This is an optimization exercise on Yosys and OpenROAD, whose aim is small area, not a production implementation. Function was checked by simulation only, so behaviour that the tests miss may differ from the original.

==> job 3449: inputs <==
==> flow/design.v <==
module branch_predictor #(
  parameter int WIDTH    = 32,
  parameter int ENTRIES  = 16,
  parameter int CNT_BITS = 2
) (
  input  logic             clk,
  input  logic             rst,
  input  logic [WIDTH-1:0] PCF,
  output logic             PredTakenF,
  output logic [WIDTH-1:0] PredTargetF,
  input  logic             ResolveE,
  input  logic             IsJumpE,
  input  logic             TakenE,
  input  logic [WIDTH-1:0] PCE,
  input  logic [WIDTH-1:0] TargetE,
  input  logic [WIDTH-1:0] PCPlus4E,
  input  logic             PredTakenE,
  input  logic [WIDTH-1:0] PredTargetE,
  input  logic             InvalidateAll,
  output logic             FlushBranch,
  output logic [WIDTH-1:0] PCRedirect,
  output logic [31:0]      BranchCount,
  output logic [31:0]      MispredCount
);
  localparam int IDX   = $clog2(ENTRIES);
  localparam int TAG_W = WIDTH - IDX - 2;
  localparam logic [CNT_BITS-1:0] CNT_MAX = '1;
  localparam logic [CNT_BITS-1:0] CNT_WT  = CNT_BITS'(1) << (CNT_BITS - 1);
  localparam logic [CNT_BITS-1:0] CNT_WNT = CNT_WT - CNT_BITS'(1);
  logic [ENTRIES-1:0]  valid_reg;
  logic [TAG_W-1:0]    tag_reg    [ENTRIES];
  logic [WIDTH-1:0]    target_reg [ENTRIES];
  logic [CNT_BITS-1:0] cnt_reg    [ENTRIES];
  logic [31:0] branch_count_reg;
  logic [31:0] mispred_count_reg;
  logic unused_bits;
  assign unused_bits = &{1'b0, PCF[1:0], PCE[1:0]};
  logic [IDX-1:0]   idx_f;
  logic [TAG_W-1:0] tag_f;
  logic             hit_f;
  assign idx_f = PCF[IDX+1:2];
  assign tag_f = PCF[WIDTH-1:IDX+2];
  assign hit_f = valid_reg[idx_f] && (tag_reg[idx_f] == tag_f);
  assign PredTakenF  = hit_f && cnt_reg[idx_f][CNT_BITS-1];
  assign PredTargetF = PredTakenF ? target_reg[idx_f] : '0;
  assign FlushBranch = ResolveE && ((TakenE != PredTakenE) || (TakenE && (PredTargetE != TargetE)));
  assign PCRedirect  = TakenE ? TargetE : PCPlus4E;
  logic [IDX-1:0]      idx_e;
  logic [TAG_W-1:0]    tag_e;
  logic                hit_e;
  logic [CNT_BITS-1:0] cnt_cur;
  logic [CNT_BITS-1:0] cnt_next;
  logic [WIDTH-1:0]    target_next;
  logic                wr_en;
  assign idx_e = PCE[IDX+1:2];
  assign tag_e = PCE[WIDTH-1:IDX+2];
  always_comb begin
    cnt_cur     = cnt_reg[idx_e];
    hit_e       = valid_reg[idx_e] && (tag_reg[idx_e] == tag_e);
    wr_en       = 1'b0;
    cnt_next    = cnt_cur;
    target_next = target_reg[idx_e];
    if (ResolveE && !InvalidateAll) begin
      if (IsJumpE && TakenE) begin
        wr_en       = 1'b1;
        cnt_next    = CNT_MAX;
        target_next = TargetE;
      end else if (TakenE) begin
        wr_en       = 1'b1;
        target_next = TargetE;
        if (!hit_e)
          cnt_next = CNT_WT;
        else if (cnt_cur != CNT_MAX)
          cnt_next = cnt_cur + CNT_BITS'(1);
      end else if (hit_e) begin
        wr_en = 1'b1;
        if (cnt_cur != '0)
          cnt_next = cnt_cur - CNT_BITS'(1);
      end
    end
  end
  always_ff @(posedge clk or negedge rst) begin
    if (!rst) begin
      valid_reg <= '0;
      for (int i = 0; i < ENTRIES; i++) begin
        tag_reg[i]    <= '0;
        target_reg[i] <= '0;
        cnt_reg[i]    <= CNT_WNT;
      end
    end else if (InvalidateAll) begin
      valid_reg <= '0;
    end else if (wr_en) begin
      valid_reg[idx_e]  <= 1'b1;
      tag_reg[idx_e]    <= tag_e;
      target_reg[idx_e] <= target_next;
      cnt_reg[idx_e]    <= cnt_next;
    end
  end
  always_ff @(posedge clk or negedge rst) begin
    if (!rst) begin
      branch_count_reg  <= '0;
      mispred_count_reg <= '0;
    end else begin
      if (ResolveE && (branch_count_reg != 32'hFFFF_FFFF))
        branch_count_reg <= branch_count_reg + 32'd1;
      if (FlushBranch && (mispred_count_reg != 32'hFFFF_FFFF))
        mispred_count_reg <= mispred_count_reg + 32'd1;
    end
  end
  assign BranchCount  = branch_count_reg;
  assign MispredCount = mispred_count_reg;
endmodule
==> flow/run.sh <==
#!/bin/bash
# synth_recipe.tcl (not shown) runs the flow's synth.tcl, then flattens the netlist and writes it again
# the make line also repeats each setting of config.mk as NAME=value (left out here)
make -C /OpenROAD-flow-scripts/flow DESIGN_CONFIG=/design/flow/config.mk WORK_HOME=/design/flow/orfs CLKGATE_MAP_FILE= SYNTH_SCRIPT=/design/flow/synth_recipe.tcl finish
==> flow/config.mk <==
export PLATFORM = sky130hd
export DESIGN_NAME = branch_predictor
export DESIGN_NICKNAME = branch_predictor
export VERILOG_FILES = /design/flow/design.v
export SDC_FILE = /design/flow/constraint.sdc
export NUM_CORES = 4
export LEC_CHECK = 0
export CAP_MARGIN = 20
export CORE_MARGIN = 2
export CORE_UTILIZATION = 40
export SETUP_SLACK_MARGIN = 0.5
export SLEW_MARGIN = 20
==> flow/constraint.sdc <==
create_clock -name core_clock -period 7.0 [get_ports {clk}]
set_input_delay 1.4000 -clock core_clock [delete_from_list [all_inputs] [get_ports {clk}]]
set_output_delay 1.4000 -clock core_clock [all_outputs]
set_load 0.01 [all_outputs]
==> inputs of job 5427, as changes to job 3449 <==
==> flow/design.v (replaced) <==
module branch_predictor #(
  parameter int WIDTH    = 32,
  parameter int ENTRIES  = 16,
  parameter int CNT_BITS = 2
) (
  input  logic             clk,
  input  logic             rst,
  input  logic [WIDTH-1:0] PCF,
  output logic             PredTakenF,
  output logic [WIDTH-1:0] PredTargetF,
  input  logic             ResolveE,
  input  logic             IsJumpE,
  input  logic             TakenE,
  input  logic [WIDTH-1:0] PCE,
  input  logic [WIDTH-1:0] TargetE,
  input  logic [WIDTH-1:0] PCPlus4E,
  input  logic             PredTakenE,
  input  logic [WIDTH-1:0] PredTargetE,
  input  logic             InvalidateAll,
  output logic             FlushBranch,
  output logic [WIDTH-1:0] PCRedirect,
  output logic [31:0]      BranchCount,
  output logic [31:0]      MispredCount
);
  localparam int IDX   = $clog2(ENTRIES);
  localparam int TAG_W = WIDTH - IDX - 2;
  localparam logic [CNT_BITS-1:0] CNT_MAX = '1;
  localparam logic [CNT_BITS-1:0] CNT_WT  = CNT_BITS'(1) << (CNT_BITS - 1);
  logic [ENTRIES-1:0]  valid_reg;
  logic [TAG_W-1:0]    tag_reg    [ENTRIES];
  logic [WIDTH-1:0]    target_reg [ENTRIES];
  logic [CNT_BITS-1:0] cnt_reg    [ENTRIES];
  logic [31:0] branch_count_reg;
  logic [31:0] mispred_count_reg;
  logic unused_bits;
  assign unused_bits = &{1'b0, PCF[1:0], PCE[1:0]};
  logic [IDX-1:0]   idx_f;
  logic [IDX-1:0]   idx_e;
  logic [TAG_W-1:0] tag_e;
  logic [TAG_W-1:0] tag_f;
  logic             hit_f;
  assign idx_f = PCF[IDX+1:2];
  assign idx_e = PCE[IDX+1:2];
  assign tag_e = PCE[WIDTH-1:IDX+2];
  assign tag_f = PCF[WIDTH-1:IDX+2];
  logic [ENTRIES-1:0] sel_f, sel_e;
  logic [TAG_W-1:0]   tag_rf, tag_re;
  logic [WIDTH-1:0]   target_rf;
  logic               valid_rf, valid_re, ctr_rf;
  logic [CNT_BITS-1:0] cnt_re;
  always_comb begin
    tag_rf = '0; target_rf = '0; valid_rf = 1'b0; ctr_rf = 1'b0;
    tag_re = '0; valid_re = 1'b0; cnt_re = '0;
    for (int i = 0; i < ENTRIES; i++) begin
      sel_f[i] = (idx_f == IDX'(i));
      sel_e[i] = (idx_e == IDX'(i));
      tag_rf    |= {TAG_W{sel_f[i]}} & tag_reg[i];
      target_rf |= {WIDTH{sel_f[i]}} & target_reg[i];
      valid_rf  |= sel_f[i] & valid_reg[i];
      ctr_rf    |= sel_f[i] & cnt_reg[i][CNT_BITS-1];
      tag_re    |= {TAG_W{sel_e[i]}} & tag_reg[i];
      valid_re  |= sel_e[i] & valid_reg[i];
      cnt_re    |= {CNT_BITS{sel_e[i]}} & cnt_reg[i];
    end
  end
  assign hit_f = valid_rf && (tag_rf == tag_f);
  assign PredTakenF  = hit_f && ctr_rf;
  assign PredTargetF = PredTakenF ? target_rf : '0;
  assign FlushBranch = ResolveE && ((TakenE != PredTakenE) || (TakenE && (PredTargetE != TargetE)));
  assign PCRedirect  = TakenE ? TargetE : PCPlus4E;
  logic                hit_e;
  logic [CNT_BITS-1:0] cnt_cur;
  logic [CNT_BITS-1:0] cnt_next;
  logic                alloc;    
  logic                cnt_wr;   
  assign cnt_cur = cnt_re;
  assign hit_e   = valid_re && (tag_re == tag_e);
  always_comb begin
    alloc    = ResolveE && !InvalidateAll && TakenE;
    cnt_wr   = ResolveE && !InvalidateAll && (TakenE || hit_e);
    cnt_next = cnt_cur;
    if (TakenE) begin
      if (IsJumpE)
        cnt_next = CNT_MAX;
      else if (!hit_e)
        cnt_next = CNT_WT;
      else if (cnt_cur != CNT_MAX)
        cnt_next = cnt_cur + CNT_BITS'(1);
    end else if (cnt_cur != '0) begin
      cnt_next = cnt_cur - CNT_BITS'(1);
    end
  end
  always_ff @(posedge clk or negedge rst) begin
    if (!rst)
      valid_reg <= '0;
    else if (InvalidateAll)
      valid_reg <= '0;
    else if (alloc)
      valid_reg[idx_e] <= 1'b1;
  end
  always_ff @(posedge clk) begin
    if (alloc) begin
      tag_reg[idx_e]    <= tag_e;
      target_reg[idx_e] <= TargetE;
    end
    if (cnt_wr)
      cnt_reg[idx_e] <= cnt_next;
  end
  logic [31:0] branch_count_nxt, mispred_count_nxt;
  always_comb begin
    logic [31:0] q [2];
    logic        en [2];
    logic [31:0] d [2];
    logic [32:0] c;
    logic [4:0]  blk;
    q[0] = branch_count_reg;  en[0] = ResolveE;
    q[1] = mispred_count_reg; en[1] = FlushBranch;
    for (int n = 0; n < 2; n++) begin
      blk[0] = 1'b1;
      for (int b = 0; b < 4; b++)
        blk[b+1] = blk[b] & (&q[n][8*b +: 8]);
      for (int b = 0; b < 4; b++) begin
        c[8*b] = en[n] & ~blk[4] & blk[b];
        for (int k = 0; k < 8; k++) begin
          d[n][8*b+k] = q[n][8*b+k] ^ c[8*b+k];
          c[8*b+k+1]  = q[n][8*b+k] & c[8*b+k];
        end
      end
    end
    branch_count_nxt  = d[0];
    mispred_count_nxt = d[1];
  end
  always_ff @(posedge clk or negedge rst) begin
    if (!rst) begin
      branch_count_reg  <= '0;
      mispred_count_reg <= '0;
    end else begin
      branch_count_reg  <= branch_count_nxt;
      mispred_count_reg <= mispred_count_nxt;
    end
  end
  assign BranchCount  = branch_count_reg;
  assign MispredCount = mispred_count_reg;
endmodule
==> flow/flow/run.sh (new file) <==
#!/bin/bash
# Own layout flow: the standard flow (standard.sh), with
#  - synthesis: the standard synthesis script, but ABC maps with an area-oriented
#    script (flow/area.abc); registers are mapped before ABC, so they are the same;
#  - input/output port buffers of the smallest buffer instead of clkdlybuf4s50_1;
#  - CTS with small clock buffers and no dummy loads.
set -euo pipefail
W=$(pwd)
F=$W/flow

sed "s#log_cmd abc {\*}\$abc_args#log_cmd abc -script $F/area.abc {*}[lrange \$abc_args 2 end]#" \
  "$FLOW_HOME/scripts/synth.tcl" > "$W/synth_area.tcl"
grep -q "$F/area.abc" "$W/synth_area.tcl"
sed "s#\$::env(SCRIPTS_DIR)/synth.tcl#$W/synth_area.tcl#" "$W/synth_recipe.tcl" > "$W/synth_recipe_area.tcl"
grep -q "$W/synth_area.tcl" "$W/synth_recipe_area.tcl"

source "$F/knobs.sh"

bash "$W/standard.sh" "SYNTH_SCRIPT=$W/synth_recipe_area.tcl" "${KNOBS[@]}" finish > "$W/standard_finish.log" 2>&1
==> flow/flow/area.abc (new file) <==
&get -n
&st
&dch -f
&nf -R 1000
&st
&dch -f
&nf -R 1000
&put
==> flow/flow/knobs.sh (new file) <==
KNOBS=(
  "BUFFER_PORTS_ARGS=-buffer_cell sky130_fd_sc_hd__buf_1"
  "CTS_ARGS=-sink_clustering_enable -repair_clock_nets -buf_list sky130_fd_sc_hd__clkbuf_4 -sink_clustering_size 8 -sink_clustering_max_diameter 35 -dont_use_dummy_load"
)
==> flow/standard.sh (new file) <==
#!/bin/bash
# synth_recipe.tcl (not shown) runs the flow's synth.tcl, then flattens the netlist and writes it again
# the make line also repeats each setting of config.mk as NAME=value (left out here)
make -C /OpenROAD-flow-scripts/flow DESIGN_CONFIG=/design/flow/config.mk WORK_HOME=/design/flow/orfs CLKGATE_MAP_FILE= SYNTH_SCRIPT=/design/flow/synth_recipe.tcl "${@:-finish}"
CAP_MARGIN = 5   (was 20)
CORE_UTILIZATION = 70   (was 40)
PLACE_DENSITY = 0.78   (was unset)
SETUP_SLACK_MARGIN = 0.1   (was 0.5)
SLEW_MARGIN = 5   (was 20)
removed: flow/run.sh
==> results.json <==
{
  "p_clk_mw": 3.01,
  "comb.multi_input.count": 1306,
  "synthFlopType": "edfxtp_1",
  "powerDensity_nw_per_um2": 235,
  "startpoint": "PCF[3]",
  "bufAreaShareNonClock_pct": 5.49,
  "post_cts.repair.setup_buffers": 0,
  "multi_input_area_sq_um": 9780,
  "final_core_utilization_pct": 79.2,
  "wl_met2_microns": 62600,
  "fillers": 3241,
  "power.share.switching_pct": 23.7,
  "viasPerCell": 7.99,
  "htree_levels": 4,
  "power.switching_mw": 2.54,
  "status": "complete, no violations"
}
Source of the figures above: job 5427

==> results.json <==
{
  "status": "complete, no violations",
  "comb.multi_input.count": 3029,
  "bufAreaShareNonClock_pct": 11.7,
  "p_clk_mw": 6.37,
  "fillers": 12000,
  "multi_input_area_sq_um": 26300,
  "powerDensity_nw_per_um2": 241,
  "power.switching_mw": 4.63,
  "synthFlopType": "dfrtp_1",
  "post_cts.repair.setup_buffers": 16,
  "startpoint": "PCF[4]",
  "final_core_utilization_pct": 49.3,
  "htree_levels": 3,
  "viasPerCell": 6.72
}
Source of the figures above: job 3449

port drivers added, routing unchanged:
The flow's constraints put no driver on any port. The routed layouts listed below were extracted and timed again, unchanged, in two steps.
Step 1 assumes that a clkbuf_16 drives the clock port and a buf_2 every other input.
Step 2 adds t to the input delays and takes it off the output delays; t is the mean of the earliest and latest rising clock arrival at the registers after step 1. Input paths then give back, and output paths get back, about the clock's delay inside the block.
Slacks: ideal / step 1 / step 2; pairs: ideal / step 1.
| run | shift t [ns] | setup slack, ns | worst hold slack (ns) | worst setup path at the end |
|---|---|---|---|---|
| job 3449 | 0.833 | 0.562 / 0.530 / -0.142 | 0.494 / 0.494 / 0.494 | input to register |
| job 5427 | 1.090 | 0.157 / 0.076 / 0.076 | 0.501 / 0.501 / 0.501 | input to output |
Met with ideal ports but missed after step 2: setup timing in job 3449. The setup slack of job 3449, which loses most, moves by -0.032 ns with the drivers and by -0.704 ns with both steps.
